This design comes from an exercise in tuning for small area and a short achievable clock period on the open sky130 flow, not from production work.
Function was checked by simulation only, so behaviour that the tests miss may differ from the original.

==> build 22: inputs <==
// bus_responder
module bus_responder #(
  parameter int RAM_WORDS  = 64,
  parameter int FIFO_DEPTH = 4,
  parameter int DATA_W     = 32
) (
  input  logic              CLK,
  input  logic              RST,
  input  logic [7:0]        addr,
  input  logic              rd,
  input  logic              wr,
  input  logic [DATA_W-1:0] wdata,
  output logic [DATA_W-1:0] rdata,
  output logic [DATA_W-1:0] out_data,
  output logic              out_valid,
  input  logic              out_ready
);
  localparam int AW = $clog2(RAM_WORDS);
  logic ram_hit, cyc_hit, push_hit, stat_hit;
  logic [AW-1:0] ram_idx;
  assign ram_hit  = (addr < 8'(RAM_WORDS));
  assign cyc_hit  = (addr == bus_responder_pkg::ADDR_CYCLES);
  assign push_hit = (addr == bus_responder_pkg::ADDR_FIFO_PUSH);
  assign stat_hit = (addr == bus_responder_pkg::ADDR_STATUS);
  assign ram_idx  = addr[AW-1:0];
  logic [DATA_W-1:0] ram [RAM_WORDS];
  logic [DATA_W-1:0] cycles;
  ...
==> module bus_responder_rdmux, before the edit <==
module bus_responder_rdmux #(
  parameter int WORDS = 64,
  parameter int W     = 32
) (
  input  logic [WORDS-1:0] sel_ram,
  input  logic             sel_cyc,
  input  logic             sel_hold,
  input  logic             sel_stat,
  input  logic [WORDS*W-1:0] ram,   
  input  logic [W-1:0]     cycles,
  input  logic [W-1:0]     hold,
  input  logic [W-1:0]     status,
  output logic [W-1:0]     y
);
  localparam int          N       = WORDS + 2;   
  localparam int          G       = N / 3;
  localparam logic [31:0] ST_BITS = 32'hC000_00C7;
  logic [N-1:0] sel;
  assign sel = {sel_hold, sel_cyc, sel_ram};
  for (genvar b = 0; b < W; b++) begin : g_bit
    logic [N-1:0] d;
    logic [G-1:0] grp_n;
    logic         st_n;
    for (genvar i = 0; i < WORDS; i++) begin : g_d
      assign d[i] = ram[i*W + b];
    end
    assign d[WORDS]   = cycles[b];
    assign d[WORDS+1] = hold[b];
    for (genvar g = 0; g < G; g++) begin : g_grp
      bus_responder_aoi3 u_aoi (
        .a0 (sel[3*g]),   .b0 (d[3*g]),
        .a1 (sel[3*g+1]), .b1 (d[3*g+1]),
        .a2 (sel[3*g+2]), .b2 (d[3*g+2]),
        .y  (grp_n[g])
      );
    end
    if (ST_BITS[b]) begin : g_st
      assign st_n = !(sel_stat && status[b]);
    end else begin : g_nost
      assign st_n = 1'b1;
    end
    assign y[b] = !(&grp_n && st_n);
  end
endmodule
==> flow/config.mk <==
export PLATFORM = sky130hd
export DESIGN_NAME = bus_responder
export DESIGN_NICKNAME = bus_responder
export VERILOG_FILES = /design/flow/design.v
export SDC_FILE = /design/flow/constraint.sdc
export NUM_CORES = 4
export LEC_CHECK = 0
export CAP_MARGIN = 20
export CORE_MARGIN = 2
export CORE_UTILIZATION = 45
export SETUP_SLACK_MARGIN = 1.7
export SLEW_MARGIN = 20
export SYNTH_HIERARCHICAL = 1
export SYNTH_MINIMUM_KEEP_SIZE = 0
export TNS_END_PERCENT = 100
==> flow/constraint.sdc <==
create_clock -name core_clock -period 4.0 [get_ports {CLK}]
set_input_delay 0.8000 -clock core_clock [delete_from_list [all_inputs] [get_ports {CLK}]]
set_output_delay 0.8000 -clock core_clock [all_outputs]
set_load 0.01 [all_outputs]
run.sh (not shown) runs the stock make flow with config.mk's settings and CLKGATE_MAP_FILE= SYNTH_SCRIPT=/design/flow/synth_recipe.tcl, a recipe that flattens the netlist after the stock synthesis.
==> build 51 (differences from build 22) <==
--- a/flow/design.v
+++ b/flow/design.v
@@ -45,22 +45,27 @@
   output logic [DEPTH-1:0] occ
 );
   logic [WIDTH-1:0] mem [DEPTH];
   logic             do_push, do_pop;
   logic [DEPTH-1:0] wsel, nsel, hsel, occ_d;
   assign do_pop  = pop && occ[0];
   assign do_push = push && (!occ[DEPTH-1] || do_pop);
   assign rdata   = mem[0];
+  logic             pop_n;
+  logic [DEPTH-1:0] p0, p1, q1;
+  assign pop_n = !(pop && occ[0]);
   always_comb begin
     for (int i = 0; i < DEPTH; i++) begin
-      if (do_pop) wsel[i] = do_push && occ[i] && (i == DEPTH-1 || !occ[i+1]);
-      else        wsel[i] = do_push && (i == 0 || occ[i-1]) && !occ[i];
-      nsel[i] = !wsel[i] && do_pop;
-      hsel[i] = !wsel[i] && !do_pop;
+      p0[i] = (i == 0 || occ[i-1]) && !occ[i];
+      p1[i] = occ[i] && (i == DEPTH-1 || !occ[i+1]);
+      q1[i] = occ[0] ? p1[i] : p0[i];
+      wsel[i] = push && (pop ? q1[i] : p0[i]);
+      nsel[i] = !pop_n && !(push && p1[i]);
+      hsel[i] = pop_n && !(push && p0[i]);
     end
   end
   always_comb begin
     if (rst)                     occ_d = '0;
     else if (do_pop && !do_push) occ_d = {1'b0, occ[DEPTH-1:1]};
     else if (do_push && !do_pop) occ_d = {occ[DEPTH-2:0], 1'b1};
     else                         occ_d = occ;
   end
@@ -121,65 +126,58 @@
   input  logic              wr,
   input  logic [DATA_W-1:0] wdata,
   output logic [DATA_W-1:0] rdata,
   output logic [DATA_W-1:0] out_data,
   output logic              out_valid,
   input  logic              out_ready
 );
   localparam int AW = $clog2(RAM_WORDS);
-  logic ram_hit, cyc_hit, push_hit, stat_hit;
-  logic [AW-1:0] ram_idx;
-  assign ram_hit  = (addr < 8'(RAM_WORDS));
+  logic cyc_hit, stat_hit;
   assign cyc_hit  = (addr == bus_responder_pkg::ADDR_CYCLES);
-  assign push_hit = (addr == bus_responder_pkg::ADDR_FIFO_PUSH);
   assign stat_hit = (addr == bus_responder_pkg::ADDR_STATUS);
-  assign ram_idx  = addr[AW-1:0];
   logic [DATA_W-1:0] ram [RAM_WORDS];
   logic [DATA_W-1:0] cycles;
   logic              overflow, collide;
   logic                  fifo_push;
   logic [FIFO_DEPTH-1:0] occ;
   logic                  fifo_full, fifo_empty;
   logic [4:0]            fifo_count;
-  assign fifo_push  = wr && push_hit;
   assign out_valid  = occ[0];
   assign fifo_full  = occ[FIFO_DEPTH-1];
   assign fifo_empty = !occ[0];
   assign fifo_count = {2'b00, occ[3], occ[1] && !occ[3], (occ[0] && !occ[1]) || (occ[2] && !occ[3])};
   sync_fifo #(.DEPTH(FIFO_DEPTH), .WIDTH(DATA_W)) u_fifo (
     .clk   (CLK),
     .rst   (RST),
     .push  (fifo_push),
     .pop   (out_ready),
     .wdata (wdata),
     .rdata (out_data),
     .occ   (occ)
   );
-  logic              rd_val;
-  logic [RAM_WORDS-1:0] sel_ram;
+  logic [RAM_WORDS-1:0] sel_ram, ram_we;
   logic              sel_cyc, sel_stat, sel_hold;
   logic [DATA_W-1:0] status, rdata_d;
-  assign rd_val   = rd && !wr && !RST;
-  assign sel_cyc  = rd_val && cyc_hit;
-  assign sel_stat = rd_val && stat_hit;
-  assign sel_hold = !rd && !RST;
-  assign status   = bus_responder_pkg::status_word(overflow, collide, fifo_full, fifo_empty, fifo_count);
+  assign status = bus_responder_pkg::status_word(overflow, collide, fifo_full, fifo_empty, fifo_count);
+  bus_responder_dec u_dec (
+    .addr     (addr),
+    .rd       (rd),
+    .wr       (wr),
+    .rst      (RST),
+    .sel_ram  (sel_ram),
+    .ram_we   (ram_we),
+    .sel_cyc  (sel_cyc),
+    .sel_stat (sel_stat),
+    .sel_hold (sel_hold),
+    .push_req (fifo_push)
+  );
   logic [RAM_WORDS*DATA_W-1:0] ram_flat;
-  logic [7:0] row_sel, col_sel;
   always_comb
-    for (int k = 0; k < 8; k++) begin
-      row_sel[k] = rd_val && ram_hit && (ram_idx[5:3] == 3'(k));
-      col_sel[k] = (ram_idx[2:0] == 3'(k));
-    end
-  always_comb
-    for (int i = 0; i < RAM_WORDS; i++) begin
-      sel_ram[i] = row_sel[i / 8] && col_sel[i % 8];
-      ram_flat[i*DATA_W +: DATA_W] = ram[i];
-    end
+    for (int i = 0; i < RAM_WORDS; i++) ram_flat[i*DATA_W +: DATA_W] = ram[i];
   bus_responder_rdmux #(.WORDS(RAM_WORDS), .W(DATA_W)) u_rdmux (
     .sel_ram  (sel_ram),
     .sel_cyc  (sel_cyc),
     .sel_hold (sel_hold),
     .sel_stat (sel_stat),
     .ram      (ram_flat),
     .cycles   (cycles),
     .hold     (rdata),
@@ -187,17 +185,18 @@
     .y        (rdata_d)
   );
   bus_responder_dff #(.W(DATA_W)) u_rdata (
     .clk (CLK),
     .d   (rdata_d),
     .q   (rdata)
   );
   always_ff @(posedge CLK) begin
-    if (!RST && wr && ram_hit) ram[ram_idx] <= wdata;
+    for (int i = 0; i < RAM_WORDS; i++)
+      if (ram_we[i]) ram[i] <= wdata;
   end
   always_ff @(posedge CLK) begin
     if (RST)                cycles <= '0;
     else if (wr && cyc_hit) cycles <= wdata;
     else                    cycles <= cycles + DATA_W'(1);
   end
   always_ff @(posedge CLK) begin
     if (RST) begin
@@ -230,30 +229,112 @@
   localparam int          N       = WORDS + 2;   
   localparam int          G       = N / 3;
   localparam logic [31:0] ST_BITS = 32'hC000_00C7;
   logic [N-1:0] sel;
   assign sel = {sel_hold, sel_cyc, sel_ram};
   for (genvar b = 0; b < W; b++) begin : g_bit
     logic [N-1:0] d;
     logic [G-1:0] grp_n;
-    logic         st_n;
     for (genvar i = 0; i < WORDS; i++) begin : g_d
       assign d[i] = ram[i*W + b];
     end
     assign d[WORDS]   = cycles[b];
     assign d[WORDS+1] = hold[b];
     for (genvar g = 0; g < G; g++) begin : g_grp
       bus_responder_aoi3 u_aoi (
         .a0 (sel[3*g]),   .b0 (d[3*g]),
         .a1 (sel[3*g+1]), .b1 (d[3*g+1]),
         .a2 (sel[3*g+2]), .b2 (d[3*g+2]),
         .y  (grp_n[g])
       );
     end
+    logic        st_n;
+    logic [5:0]  lv1;
+    logic [2:0]  lv2_n;
     if (ST_BITS[b]) begin : g_st
       assign st_n = !(sel_stat && status[b]);
     end else begin : g_nost
       assign st_n = 1'b1;
     end
-    assign y[b] = !(&grp_n && st_n);
-  end
-endmodule
+    for (genvar k = 0; k < 4; k++) begin : g_lv1
+      bus_responder_nand4 u_n (.a(grp_n[4*k]), .b(grp_n[4*k+1]), .c(grp_n[4*k+2]), .d(grp_n[4*k+3]), .y(lv1[k]));
+    end
+    if (ST_BITS[b]) begin : g_tail_st
+      bus_responder_nand4 u_n4 (.a(grp_n[16]), .b(grp_n[17]), .c(grp_n[18]), .d(grp_n[19]), .y(lv1[4]));
+      bus_responder_nand3 u_n5 (.a(grp_n[20]), .b(grp_n[21]), .c(st_n), .y(lv1[5]));
+    end else begin : g_tail
+      bus_responder_nand3 u_n4 (.a(grp_n[16]), .b(grp_n[17]), .c(grp_n[18]), .y(lv1[4]));
+      bus_responder_nand3 u_n5 (.a(grp_n[19]), .b(grp_n[20]), .c(grp_n[21]), .y(lv1[5]));
+    end
+    for (genvar k = 0; k < 3; k++) begin : g_lv2
+      bus_responder_nor2 u_n (.a(lv1[2*k]), .b(lv1[2*k+1]), .y(lv2_n[k]));
+    end
+    bus_responder_nand3 u_out (.a(lv2_n[0]), .b(lv2_n[1]), .c(lv2_n[2]), .y(y[b]));
+  end
+endmodule
+module bus_responder_nand4 (input logic a, b, c, d, output logic y);
+  assign y = !(a && b && c && d);
+endmodule
+module bus_responder_nand3 (input logic a, b, c, output logic y);
+  assign y = !(a && b && c);
+endmodule
+module bus_responder_nor2 (input logic a, b, output logic y);
+  assign y = !(a || b);
+endmodule
+module bus_responder_dec (
+  input  logic [7:0]  addr,
+  input  logic        rd,
+  input  logic        wr,
+  input  logic        rst,
+  output logic [63:0] sel_ram,
+  output logic [63:0] ram_we,
+  output logic        sel_cyc,
+  output logic        sel_stat,
+  output logic        sel_hold,
+  output logic        push_req
+);
+  logic [7:0] an;
+  logic       wrn, rstn;
+  logic       hi0, hi1, z54, z32;
+  logic       rvr_n, wvr_n, rdv_n, ctl_n, lo00_n, lo01_n, lo10_n;
+  logic [7:0] row_n, col_n;
+  logic [7:0] lit [2];   
+  for (genvar k = 0; k < 8; k++) begin : g_inv
+    bus_responder_inv u_i (.a(addr[k]), .y(an[k]));
+    assign lit[1][k] = addr[k];
+    assign lit[0][k] = an[k];
+  end
+  bus_responder_inv u_iw (.a(wr),  .y(wrn));
+  bus_responder_inv u_ir (.a(rst), .y(rstn));
+  bus_responder_nor2  u_hi0 (.a(addr[7]), .b(addr[6]), .y(hi0));   
+  bus_responder_nor2  u_hi1 (.a(addr[7]), .b(an[6]),   .y(hi1));   
+  bus_responder_nor2  u_z54 (.a(addr[5]), .b(addr[4]), .y(z54));
+  bus_responder_nor2  u_z32 (.a(addr[3]), .b(addr[2]), .y(z32));
+  bus_responder_nand4 u_rvr (.a(rd), .b(wrn), .c(rstn), .d(hi0), .y(rvr_n));
+  bus_responder_nand3 u_wvr (.a(wr), .b(rstn), .c(hi0), .y(wvr_n));
+  bus_responder_nand3 u_rdv (.a(rd), .b(wrn), .c(rstn), .y(rdv_n));
+  bus_responder_nand3 u_ctl (.a(hi1), .b(z54), .c(z32), .y(ctl_n));   
+  bus_responder_nand2 u_l00 (.a(an[1]),   .b(an[0]),   .y(lo00_n));
+  bus_responder_nand2 u_l01 (.a(an[1]),   .b(addr[0]), .y(lo01_n));
+  bus_responder_nand2 u_l10 (.a(addr[1]), .b(an[0]),   .y(lo10_n));
+  for (genvar k = 0; k < 8; k++) begin : g_pre
+    bus_responder_nand3 u_row (.a(lit[(k>>2)&1][5]), .b(lit[(k>>1)&1][4]), .c(lit[k&1][3]), .y(row_n[k]));
+    bus_responder_nand3 u_col (.a(lit[(k>>2)&1][2]), .b(lit[(k>>1)&1][1]), .c(lit[k&1][0]), .y(col_n[k]));
+  end
+  for (genvar i = 0; i < 64; i++) begin : g_sel
+    bus_responder_nor3 u_s (.a(rvr_n), .b(row_n[i/8]), .c(col_n[i%8]), .y(sel_ram[i]));
+    bus_responder_nor3 u_w (.a(wvr_n), .b(row_n[i/8]), .c(col_n[i%8]), .y(ram_we[i]));
+  end
+  bus_responder_nor3 u_scyc  (.a(rdv_n), .b(ctl_n), .c(lo00_n), .y(sel_cyc));
+  bus_responder_nor3 u_sstat (.a(rdv_n), .b(ctl_n), .c(lo10_n), .y(sel_stat));
+  bus_responder_nor3 u_push  (.a(wrn),   .b(ctl_n), .c(lo01_n), .y(push_req));
+  bus_responder_nor2 u_hold  (.a(rd),    .b(rst),   .y(sel_hold));
+endmodule
+module bus_responder_inv (input logic a, output logic y);
+  assign y = !a;
+endmodule
+module bus_responder_nand2 (input logic a, b, output logic y);
+  assign y = !(a && b);
+endmodule
+module bus_responder_nor3 (input logic a, b, c, output logic y);
+  assign y = !(a || b || c);
+endmodule
- CTS_CLUSTER_DIAMETER: not set -> 100
- CTS_CLUSTER_SIZE: not set -> 30
==> trial 84 (differences from build 22) <==
--- a/flow/design.v
+++ b/flow/design.v
@@ -230,30 +230,54 @@
   localparam int          N       = WORDS + 2;   
   localparam int          G       = N / 3;
   localparam logic [31:0] ST_BITS = 32'hC000_00C7;
   logic [N-1:0] sel;
   assign sel = {sel_hold, sel_cyc, sel_ram};
   for (genvar b = 0; b < W; b++) begin : g_bit
     logic [N-1:0] d;
     logic [G-1:0] grp_n;
-    logic         st_n;
     for (genvar i = 0; i < WORDS; i++) begin : g_d
       assign d[i] = ram[i*W + b];
     end
     assign d[WORDS]   = cycles[b];
     assign d[WORDS+1] = hold[b];
     for (genvar g = 0; g < G; g++) begin : g_grp
       bus_responder_aoi3 u_aoi (
         .a0 (sel[3*g]),   .b0 (d[3*g]),
         .a1 (sel[3*g+1]), .b1 (d[3*g+1]),
         .a2 (sel[3*g+2]), .b2 (d[3*g+2]),
         .y  (grp_n[g])
       );
     end
+    logic        st_n;
+    logic [5:0]  lv1;
+    logic [2:0]  lv2_n;
     if (ST_BITS[b]) begin : g_st
       assign st_n = !(sel_stat && status[b]);
     end else begin : g_nost
       assign st_n = 1'b1;
     end
-    assign y[b] = !(&grp_n && st_n);
-  end
-endmodule
+    for (genvar k = 0; k < 4; k++) begin : g_lv1
+      bus_responder_nand4 u_n (.a(grp_n[4*k]), .b(grp_n[4*k+1]), .c(grp_n[4*k+2]), .d(grp_n[4*k+3]), .y(lv1[k]));
+    end
+    if (ST_BITS[b]) begin : g_tail_st
+      bus_responder_nand4 u_n4 (.a(grp_n[16]), .b(grp_n[17]), .c(grp_n[18]), .d(grp_n[19]), .y(lv1[4]));
+      bus_responder_nand3 u_n5 (.a(grp_n[20]), .b(grp_n[21]), .c(st_n), .y(lv1[5]));
+    end else begin : g_tail
+      bus_responder_nand3 u_n4 (.a(grp_n[16]), .b(grp_n[17]), .c(grp_n[18]), .y(lv1[4]));
+      bus_responder_nand3 u_n5 (.a(grp_n[19]), .b(grp_n[20]), .c(grp_n[21]), .y(lv1[5]));
+    end
+    for (genvar k = 0; k < 3; k++) begin : g_lv2
+      bus_responder_nor2 u_n (.a(lv1[2*k]), .b(lv1[2*k+1]), .y(lv2_n[k]));
+    end
+    bus_responder_nand3 u_out (.a(lv2_n[0]), .b(lv2_n[1]), .c(lv2_n[2]), .y(y[b]));
+  end
+endmodule
+module bus_responder_nand4 (input logic a, b, c, d, output logic y);
+  assign y = !(a && b && c && d);
+endmodule
+module bus_responder_nand3 (input logic a, b, c, output logic y);
+  assign y = !(a && b && c);
+endmodule
+module bus_responder_nor2 (input logic a, b, output logic y);
+  assign y = !(a || b);
+endmodule
- CTS_CLUSTER_DIAMETER: not set -> 100
- CTS_CLUSTER_SIZE: not set -> 30
- SETUP_SLACK_MARGIN: 1.7 -> 2.0
==> comparison table <==
| quantity | build 22 | trial 84 | build 51 |
|---|---|---|---|
| Result of the run | finished clean | finished clean | finished clean |
| Most frequent CP cell | sky130_fd_sc_hd__buf_12 | sky130_fd_sc_hd__nor2_4 | - |
| Worst R2R Start | u_rdata.q[22] | u_fifo.u_occ.q[2] | u_fifo.u_occ.q[3] |
| Number of nets in the synthesized netlist | 3906 | 4011 | 3950 |
| Hold Path Stages | 4 | 3 | 1 |
| Layout Area Growth over Synthesis | 27.7% | 26.6% | 20.7% |
| Average cell area after synthesis | 20.3 sq um | 19.8 sq um | 20.2 sq um |
| Data-path buffer share of cell area in the final layout | 0.101 | 0.124 | 0.0975 |
| Number of H-tree levels | 4 | 3 | 3 |
| Die Height | 421 um | 422 um | 422 um |
| Metal3 WL | 35500 um | 41100 um | 28100 um |
| Sequential cell area share | 0.657 | 0.660 | 0.690 |
| Post-detailed-placement cell area | 0.0889 sq mm | 0.0865 sq mm | 0.0882 sq mm |

[afterwards: timing with drivers on the ports]
In the flow no input, the clock included, has a driving cell. The finished layouts below were timed again as built, in two steps. Step 1 (the two cells are an assumption about what drives the block):
set clk [get_ports {CLK}]
set_driving_cell -lib_cell sky130_fd_sc_hd__clkbuf_16 $clk
set_driving_cell -lib_cell sky130_fd_sc_hd__buf_2 [delete_from_list [all_inputs] $clk]
Step 2 adds t to the input delays and takes it off the output delays; t is the mean of the earliest and latest rising clock arrival at the registers after step 1. Input paths then give back, and output paths get back, about the clock's delay inside the block. a / b / c = ideal / step 1 / step 2; a / b = the first two.
run | shift t [ns] | slack for setup (ns) | worst setup path after step 2 | worst register clock-pin slew, ns
build 22 | 0.938 | 1.089 / 1.120 / 0.183 | input to register | 0.07 / 0.07
build 51 | 0.826 | 1.233 / 1.261 / 0.435 | input to register | 0.12 / 0.12
trial 84 | 0.858 | 1.327 / 1.229 / 0.371 | input to register | 0.12 / 0.12
After both steps every run listed still meets setup and hold. For trial 84, which loses most, drivers alone change the setup slack by -0.098 ns; drivers and shift together by -0.956 ns.
